From an optimization exercise on the open Yosys and OpenROAD flow, aimed at small area, a short achievable clock period and few clock cycles per item; shortcuts taken in it are not production practice.
At most, simulation tests tie the RTL to the original design; equivalence was not proved.

run a:
==> flow/design.v (excerpt) <==
module radix_integer_text_parser #(
  parameter int ACC_WIDTH    = rtip_pkg::ACC_WIDTH_DEF,
  parameter int OFFSET_WIDTH = rtip_pkg::OFFSET_WIDTH_DEF,
  parameter int OUT_W        = ((ACC_WIDTH + OFFSET_WIDTH + 7) / 8) * 8
) (
  input  logic                               clk,
  input  logic                               rst,
  input  logic                               cfg_valid,
  output logic                               cfg_ready,
  input  logic [rtip_pkg::CFG_INDEX_W-1:0]   cfg_index,
  input  logic [rtip_pkg::CFG_DATA_W-1:0]    cfg_data,
  input  logic                               s_axis_tvalid,
  output logic                               s_axis_tready,
  input  logic [rtip_pkg::CHAR_W-1:0]        s_axis_tdata,
  input  logic                               s_axis_tlast,
  output logic                               m_axis_tvalid,
  input  logic                               m_axis_tready,
  output logic [OUT_W-1:0]                   m_axis_tdata
);
For scale: about 1200 cells after synthesis, about 110 I/O pins, about 0.0095 mm^2 of cells after synthesis.
export LEC_CHECK = 0
export CAP_MARGIN = 20
export CORE_MARGIN = 2
export CORE_UTILIZATION = 55
export CTS_BUF_LIST = sky130_fd_sc_hd__clkbuf_8
export PLACE_DENSITY = 0.75
export SETUP_SLACK_MARGIN = 5
export SLEW_MARGIN = 20
create_clock -name core_clock -period 9.0 [get_ports {clk}]
standard.sh (not shown) runs the stock make flow with config.mk's settings and CLKGATE_MAP_FILE= SYNTH_SCRIPT=/design/flow/synth_recipe.tcl, a recipe that flattens the netlist after the stock synthesis.
==> flow/flow/run.sh <==
#!/bin/bash
# The standard layout, with the smallest buffer on the ports and a tighter setup repair
# target. Each make step keeps its own log under orfs/logs; make's output goes to make.log.
set -euo pipefail
bash standard.sh \
  "BUFFER_PORTS_ARGS=-buffer_cell sky130_fd_sc_hd__buf_1" \
  SETUP_SLACK_MARGIN=5 \
  finish > make.log 2>&1
## Diff of input files: run b against run a
-- flow/design.v --
<<< run a, line 52
  localparam int L = 6;   
  logic [W-1:0] p;
  logic [W-1:0] gg [0:2*L-1];
  logic [W-1:0] pp [0:2*L-1];
  assign p     = a ^ b;
  assign gg[0] = a & b;
>>> run b, line 52
  localparam int L = 6;   
  logic [W-1:0] p;
  logic [W-1:0] gg [0:L];
  logic [W-1:0] pp [0:L];
  assign p     = a ^ b;
  assign gg[0] = a & b;
<<< run a, line 59
  genvar l, i;
  generate
    for (l = 0; l < L; l++) begin : up
      for (i = 0; i < W; i++) begin : bt
        if ((i % (2 << l)) == (2 << l) - 1) begin : op
          assign gg[l+1][i] = gg[l][i] | (pp[l][i] & gg[l][i-(1<<l)]);
          assign pp[l+1][i] = pp[l][i] & pp[l][i-(1<<l)];
        end else begin : pass
          assign gg[l+1][i] = gg[l][i];
>>> run b, line 59
  genvar l, i;
  generate
    for (l = 0; l < L; l++) begin : lv
      for (i = 0; i < W; i++) begin : bt
        if ((i >> l) % 2 == 1) begin : op
          assign gg[l+1][i] = gg[l][i] | (pp[l][i] & gg[l][((i >> l) << l) - 1]);
          assign pp[l+1][i] = pp[l][i] & pp[l][((i >> l) << l) - 1];
        end else begin : pass
          assign gg[l+1][i] = gg[l][i];
<<< run a, line 70
      end
    end
    for (l = L - 1; l >= 1; l--) begin : dn
      for (i = 0; i < W; i++) begin : bt
        if ((i % (1 << l)) == (1 << (l-1)) - 1 && i >= (1 << l)) begin : op
          assign gg[2*L-l][i] = gg[2*L-l-1][i] | (pp[2*L-l-1][i] & gg[2*L-l-1][i-(1<<(l-1))]);
          assign pp[2*L-l][i] = pp[2*L-l-1][i] & pp[2*L-l-1][i-(1<<(l-1))];
        end else begin : pass
          assign gg[2*L-l][i] = gg[2*L-l-1][i];
          assign pp[2*L-l][i] = pp[2*L-l-1][i];
        end
      end
    end
  endgenerate
  assign s = p ^ {gg[2*L-1][W-2:0] | (pp[2*L-1][W-2:0] & {(W-1){ci}}), ci};
endmodule
import rtip_pkg::*;
>>> run b, line 70
      end
    end
  endgenerate
  assign s = p ^ {gg[L][W-2:0] | (pp[L][W-2:0] & {(W-1){ci}}), ci};
endmodule
import rtip_pkg::*;
<<< run a, line 116
    end
  end
  logic auto, hexm, cfast, fast;
  assign auto  = (cfg_base == '0);
  assign hexm  = (cfg_base == 6'd16);
  assign cfast = (cfg_base == 6'd8) || (cfg_base == 6'd10) || hexm;
  logic [CODE_W-1:0] in_code, s1_c, sk_c;
  logic [5:0]        h, cnt;
  logic              s1_v, sk_v, s1_adv, in_hs, s1_load, enter_slow;
  rtip_step u_dec (.char_code(s_axis_tdata), .last_char(s_axis_tlast), .code(in_code));
  assign s_axis_tready = !sk_v && !(!fast && s1_v);
  assign in_hs         = s_axis_tvalid && s_axis_tready;
  assign sk_c          = {cnt[0], h};
  assign s1_load       = !s1_v || s1_adv;
  always_ff @(posedge clk) begin
>>> run b, line 105
    end
  end
  logic auto, hexm, cfast;
  assign auto  = (cfg_base == '0);
  assign hexm  = (cfg_base == 6'd16);
  assign cfast = (cfg_base == 6'd8) || (cfg_base == 6'd10) || hexm;
  logic [CODE_W-1:0] in_code, s1_c, sk_c;
  logic              s1_v, sk_v, s1_adv, in_hs, s1_load, enter_slow;
  rtip_step u_dec (.char_code(s_axis_tdata), .last_char(s_axis_tlast), .code(in_code));
  assign s_axis_tready = !sk_v;
  assign in_hs         = s_axis_tvalid && !sk_v;
  assign s1_load       = !s1_v || s1_adv;
  always_ff @(posedge clk) begin
<<< run a, line 142
    if (s1_load)         s1_c      <= sk_v ? sk_c : in_code;
    else if (enter_slow) s1_c[3:0] <= 4'd0;   
  end
  logic [2:0]              ph, nph;
>>> run b, line 129
    if (s1_load)         s1_c      <= sk_v ? sk_c : in_code;
    else if (enter_slow) s1_c[3:0] <= 4'd0;   
    if (in_hs)           sk_c      <= in_code;
  end
  logic [2:0]              ph, nph;
<<< run a, line 150
  logic                    m_v;
  logic                    busy;
  logic                    xen, xinv, y10, y16, ysh, c10, fin;
  logic [3:0] d;
>>> run b, line 138
  logic                    m_v;
  logic                    busy;
  logic [5:0]              cnt;
  logic [5:0]              h;
  logic                    xen, xinv, y10, y16, ysh, c10, fin;
  logic [3:0] d;
<<< run a, line 159
  assign is_x   = !is_dig && d[0];
  assign is_0   = is_dig && (d == 4'd0);
  logic              start, dlt;
  logic [BASE_W-1:0] radix;
  assign start = (ph == PH_START);
>>> run b, line 149
  assign is_x   = !is_dig && d[0];
  assign is_0   = is_dig && (d == 4'd0);
  logic              start, fast, dlt;
  logic [BASE_W-1:0] radix;
  assign start = (ph == PH_START);
<<< run a, line 314
      h   <= t[6:1];
      cnt <= cnt + 6'd1;
    end else if (in_hs && !s1_load) begin
      {cnt[0], h} <= in_code;
    end else if (!sk_v) begin
      h   <= {2'b00, d};
      cnt <= '0;
>>> run b, line 304
      h   <= t[6:1];
      cnt <= cnt + 6'd1;
    end else begin
      h   <= {2'b00, d};
      cnt <= '0;
==> notes.md <==
Compared with run a, total vias in the final route in run b decreased by a few percent.
[compare] base=run a new=run b: maximum frequency has decreased, ratio of cells with drive above 1 in the final layout picked up an extra 0.71 points.
Compared with run a, in run b routed wire length fell about 2.6%; post-route worst setup slack fell 80 ps; final estimated routing congestion in global placement fell 0.014; clock skew about even; shortest period the worst path allows rose 80 ps.
Wire length of the first global-routing pass is lower on run b
Testbench counts of run b, summed over its fixed seeds: cycles 28,666, chars 28,066.
For run a, only the layout was checked, not whether the RTL still works.

==> separate check: timing with driven ports <==
The flow's constraints put no driver on any port. The routed layouts listed below were extracted and timed again, unchanged, in two steps.
Step 1, drivers: a clkbuf_16 drives clk and a buf_2 each remaining input, both assumed.
Step 2 adds t to the input delays and takes it off the output delays; t is the mean of the earliest and latest rising clock arrival at the registers after step 1. Input paths then give back, and output paths get back, about the clock's delay inside the block.
a / b / c = ideal ports / drivers / drivers and shift; a / b = the first two.
| run | shift t [ns] | setup slack, ns | worst setup path after step 2 | worst register clock-pin slew, ns | worst slew at a driven data input, ns |
|---|---|---|---|---|---|
| run a | 0.513 | 5.215 / 5.215 / 4.858 | input to register | 0.08 / 0.08 | 0.03 |
| run b | 0.490 | 5.136 / 5.136 / 4.738 | input to register | 0.09 / 0.09 | 0.03 |
After both steps every run listed still meets setup and hold. For run b, which loses most, drivers alone change the setup slack by 0.000 ns; drivers and shift together by -0.398 ns.
